Background: an optimization exercise with open tools, aiming at a short achievable clock period and few clock cycles. Do not read the settings as production practice. Function was checked by simulation only, so behaviour that the tests miss may differ from the original. No activity file was given, so power comes from the tool's default toggle rates.

==> inputs of wip/ember <==
==> flow/design.v (excerpt) <==
module avr_core (
	input  wire                    CLK,
	input  wire                    RST,
	output logic [16-1:0] prog_addr,
	input  wire [16-1:0]  prog_data,
	output logic [16-1:0] data_addr,
	output logic [8-1:0] data_wdata,
	output logic                   data_we,
	input  wire [8-1:0]  data_rdata
);
export LEC_CHECK = 0
export CAP_MARGIN = 20
export CORE_MARGIN = 2
export CORE_UTILIZATION = 40
export SETUP_SLACK_MARGIN = 5
export SLEW_MARGIN = 20
export SYNTH_HIERARCHICAL = 1
export SYNTH_MINIMUM_KEEP_SIZE = 0
export TNS_END_PERCENT = 10
create_clock -name core_clock -period 7.5 [get_ports {CLK}]
run.sh (not shown) runs the stock make flow with config.mk's settings and CLKGATE_MAP_FILE= SYNTH_SCRIPT=/design/flow/synth_recipe.tcl, a recipe that flattens the netlist after the stock synthesis.
==> wip/quartz: changes against wip/ember <==
--- a/flow/design.v
+++ b/flow/design.v
@@ -242,17 +242,17 @@
 	input  wire                    RST,
 	output logic [16-1:0] prog_addr,
 	input  wire [16-1:0]  prog_data,
 	output logic [16-1:0] data_addr,
 	output logic [8-1:0] data_wdata,
 	output logic                   data_we,
 	input  wire [8-1:0]  data_rdata
 );
-	localparam int NB = 8;   
+	localparam int NB = 16;  
 	logic [31:0][7:0] rf;
 	logic [7:0]  sreg;
 	logic [15:0] fpc;        
 	logic [15:0] fpc_o;      
 	logic        r_valid;    
 	logic        r_bpred;    
 	logic [15:0] r_pc;       
 	logic [15:0] r_pc1;      
@@ -293,17 +293,17 @@
 	logic [7:0]  w_val;      
 	assign w_val = w_ld ? data_rdata : res_q;
 	logic [15:0] daddr_q;
 	logic [7:0]  dwdata_q;
 	logic        dwe_q;
 	logic [NB-1:0]       bt_v;
 	logic [NB-1:0][15:0] bt_tag, bt_tgt;
 	logic [NB-1:0][1:0]  bt_ctr;
-	logic [2:0]          bt_ptr;
+	logic [3:0]          bt_ptr;
 	assign prog_addr  = fpc_o;
 	assign data_addr  = daddr_q;
 	assign data_wdata = dwdata_q;
 	assign data_we    = dwe_q;
 	logic [7:0] alu_res, newf;
 	logic       e_run;       
 	assign e_run = ~e_wait;
 	avr_alu alu0 (
@@ -456,19 +456,36 @@
 	assign hz_ld   = q_hz | (w_ld & q_whz);
 	assign hz_alu  = 1'b0;
 	assign stall   = dv & hz_ld;
 	logic fwd_a, fwd_b;
 	assign fwd_a = q_fwa;
 	assign fwd_b = q_fwb;
 	logic [15:0] d_target, d_redir_addr;
 	logic        can_res, cond_now, tk_d, d_redir;
-	logic [15:0] r_trj, r_tbr, d_tgt_q;
-	avr_dtarget rtg (.pc1(r_pc1), .inst(prog_data), .t_rjmp(r_trj), .t_br(r_tbr));
-	assign d_target = d_tgt_q;
+	logic [7:0] r_lr, r_lb, r_hr0, r_hr1, r_hp, r_hm;
+	logic [8:0] r_lr_c, r_lb_c;
+	avr_pfx_add #(.W(8)) tlr  (.a(r_pc1[7:0]),  .b(pd[7:0]),                   .cin(1'b0), .s(r_lr),  .c(r_lr_c));
+	avr_pfx_add #(.W(8)) tlb  (.a(r_pc1[7:0]),  .b({pd[9], pd[9:3]}),          .cin(1'b0), .s(r_lb),  .c(r_lb_c));
+	avr_pfx_add #(.W(8)) thr0 (.a(r_pc1[15:8]), .b({{4{pd[11]}}, pd[11:8]}),   .cin(1'b0), .s(r_hr0), .c());
+	avr_pfx_add #(.W(8)) thr1 (.a(r_pc1[15:8]), .b({{4{pd[11]}}, pd[11:8]}),   .cin(1'b1), .s(r_hr1), .c());
+	avr_pfx_add #(.W(8)) thp  (.a(r_pc1[15:8]), .b(8'd0),                      .cin(1'b1), .s(r_hp),  .c());
+	avr_pfx_add #(.W(8)) thm  (.a(r_pc1[15:8]), .b(8'hFF),                     .cin(1'b0), .s(r_hm),  .c());
+	logic [7:0] t_lo, t_h0, t_h1, t_hm, t_hz;
+	logic       t_c, t_isbr, t_neg;
+	always_comb begin
+		if (!t_isbr)
+			d_target = {t_c ? t_h1 : t_h0, t_lo};
+		else if (t_c && !t_neg)
+			d_target = {t_h1, t_lo};
+		else if (!t_c && t_neg)
+			d_target = {t_hm, t_lo};
+		else
+			d_target = {t_hz, t_lo};
+	end
 	assign can_res  = q_canres;
 	assign cond_now = (|(sreg & d_soh)) == ~inst[10];
 	assign tk_d     = d_isrj | (d_isbr & cond_now);
 	assign d_redir  = dv & ((d_isrj | (d_isbr & can_res)) ? (tk_d ^ d_bpred) : (~d_isbr & d_bpred));
 	assign d_redir_addr = tk_d ? d_target : d_pc1;
 	logic [7:0] fmask;
 	always_comb begin
 		if (i_add | i_adc | i_sub | i_sbc | i_cp | i_cpi | i_sbci | i_subi)
@@ -533,17 +550,24 @@
 			q_wb    <= dv & i_ld & p_use_b_ld & (p_rb == ra);
 			q_fwa   <= dv & d_alu & (p_ra == ra);
 			q_fwb   <= dv & d_alu & (p_rb == ra);
 			q_elf   <= dv & i_ldi & (p_ra == ra);
 			q_canres <= ~|((dv ? fmask : 8'd0) & (8'd1 << pd[2:0]));
 			q_wha   <= (w_ld_n | w_res_n) & (p_ra == e_dst);
 			q_whb   <= (w_ld_n | w_res_n) & (p_rb == e_dst);
 			q_whz   <= w_ld_n & p_use_ptr & p_ptrhit(e_dst);
-			d_tgt_q <= prog_data[13] ? r_tbr : r_trj;    
+			t_isbr  <= pd[13];    
+			t_lo    <= pd[13] ? r_lb : r_lr;
+			t_c     <= pd[13] ? r_lb_c[8] : r_lr_c[8];
+			t_neg   <= pd[9];
+			t_h0    <= r_hr0;
+			t_h1    <= pd[13] ? r_hp : r_hr1;
+			t_hm    <= r_hm;
+			t_hz    <= r_pc1[15:8];
 			d_bpred <= r_bpred;
 			d_pc    <= r_pc;
 			d_pc1   <= r_pc1;
 		end
 	end
 	always_ff @(posedge CLK) begin
 		if (RST) begin
 			e_wait  <= 1'b0;
@@ -655,17 +679,17 @@
 						else if (!u_tk && bt_ctr[i] != 2'b00)
 							bt_ctr[i] <= bt_ctr[i] - 2'd1;
 					end
 			end else if (u_tk) begin
 				bt_v[bt_ptr]   <= 1'b1;
 				bt_tag[bt_ptr] <= e_pc;
 				bt_tgt[bt_ptr] <= e_tgt;
 				bt_ctr[bt_ptr] <= 2'b10;
-				bt_ptr         <= bt_ptr + 3'd1;
+				bt_ptr         <= bt_ptr + 4'd1;
 			end
 		end
 	end
 	always_ff @(posedge CLK) begin
 		if (RST)
 			sreg <= '0;
 		else if (e_run)
 			sreg <= (sreg & ~e_fmask) | (newf & e_fmask);
==> notes <==
Clock-buffer cell count: wip/quartz is higher than wip/ember (61). wip/ember finished with timing, DRC and antenna clean. wip/quartz completed without violations. Between wip/quartz and wip/ember, the lower global-route usage is in wip/ember (gap 1.1 points). Against wip/ember, the design area of wip/quartz is higher by 32%. In wip/quartz the routed wire length is higher than in wip/ember, by 38%. Against wip/ember, the sequential share of layout area of wip/quartz is higher by 2.4 points.
==> figures <==
| metric | wip/ember | wip/quartz |
|---|---|---|
| Ratio of total power to cell area | 251 nW/um2 | 251 nW/um2 |
| Worst slew slack as a fraction of its limit | 0.324 | 0.324 |
| Fin Clk Skew | 0.0435 ns | 0.0549 ns |
| Maximum number of pins on one net before global-route repair | 195 | 163 |
| Switching Power | 5450 uW | 7410 uW |
| Slowest Stage Delay on Critical Path | 0.43 ns | 0.44 ns |
| Layout Cell Area excl Fill | 64000 um2 | 84600 um2 |
| Crit path to | daddr_q[14]$_DFF_P_ | fpc[2]$_DFF_P_ |
| Run status | timing/DRC/antenna clean | timing/DRC/antenna clean |
| Final-layout clock-cell area share | 0.0534 | 0.0506 |
| Sequential cell area | 22100 um2 | 31200 um2 |
Testbench counts of wip/ember, summed over its fixed seeds: cycles 48,337.
Testbench counts of wip/quartz, summed over its fixed seeds: cycles 48,209.

[re-timing with driven ports]
In the flow no input, the clock included, has a driving cell. The finished layouts below were timed again as built, in two steps.
Step 1, drivers: a clkbuf_16 drives CLK and a buf_2 each remaining input, both assumed.
Step 2 moves the port delays by t, midway between the first and last clock arrival at a register: inputs arrive t later, outputs are due t later. That takes back most of the time a late clock gives input paths.
a / b / c = no drivers / after step 1 / after step 2; a / b = the first two.
run | t (ns) | setup WS [ns] | slew at the worst register clock pin (ns) | worst data-port slew with drivers (ns) | cell pins on the clock port's net
wip/ember | 0.802 | 4.451 / 4.451 / 3.742 | 0.07 / 0.07 | 0.13 | 1
wip/quartz | 0.873 | 4.399 / 4.399 / 3.700 | 0.07 / 0.07 | 0.20 | 1
After both steps every run listed still meets setup and hold. The setup slack of wip/ember, which loses most, moves by 0.000 ns with the drivers and by -0.709 ns with both steps.
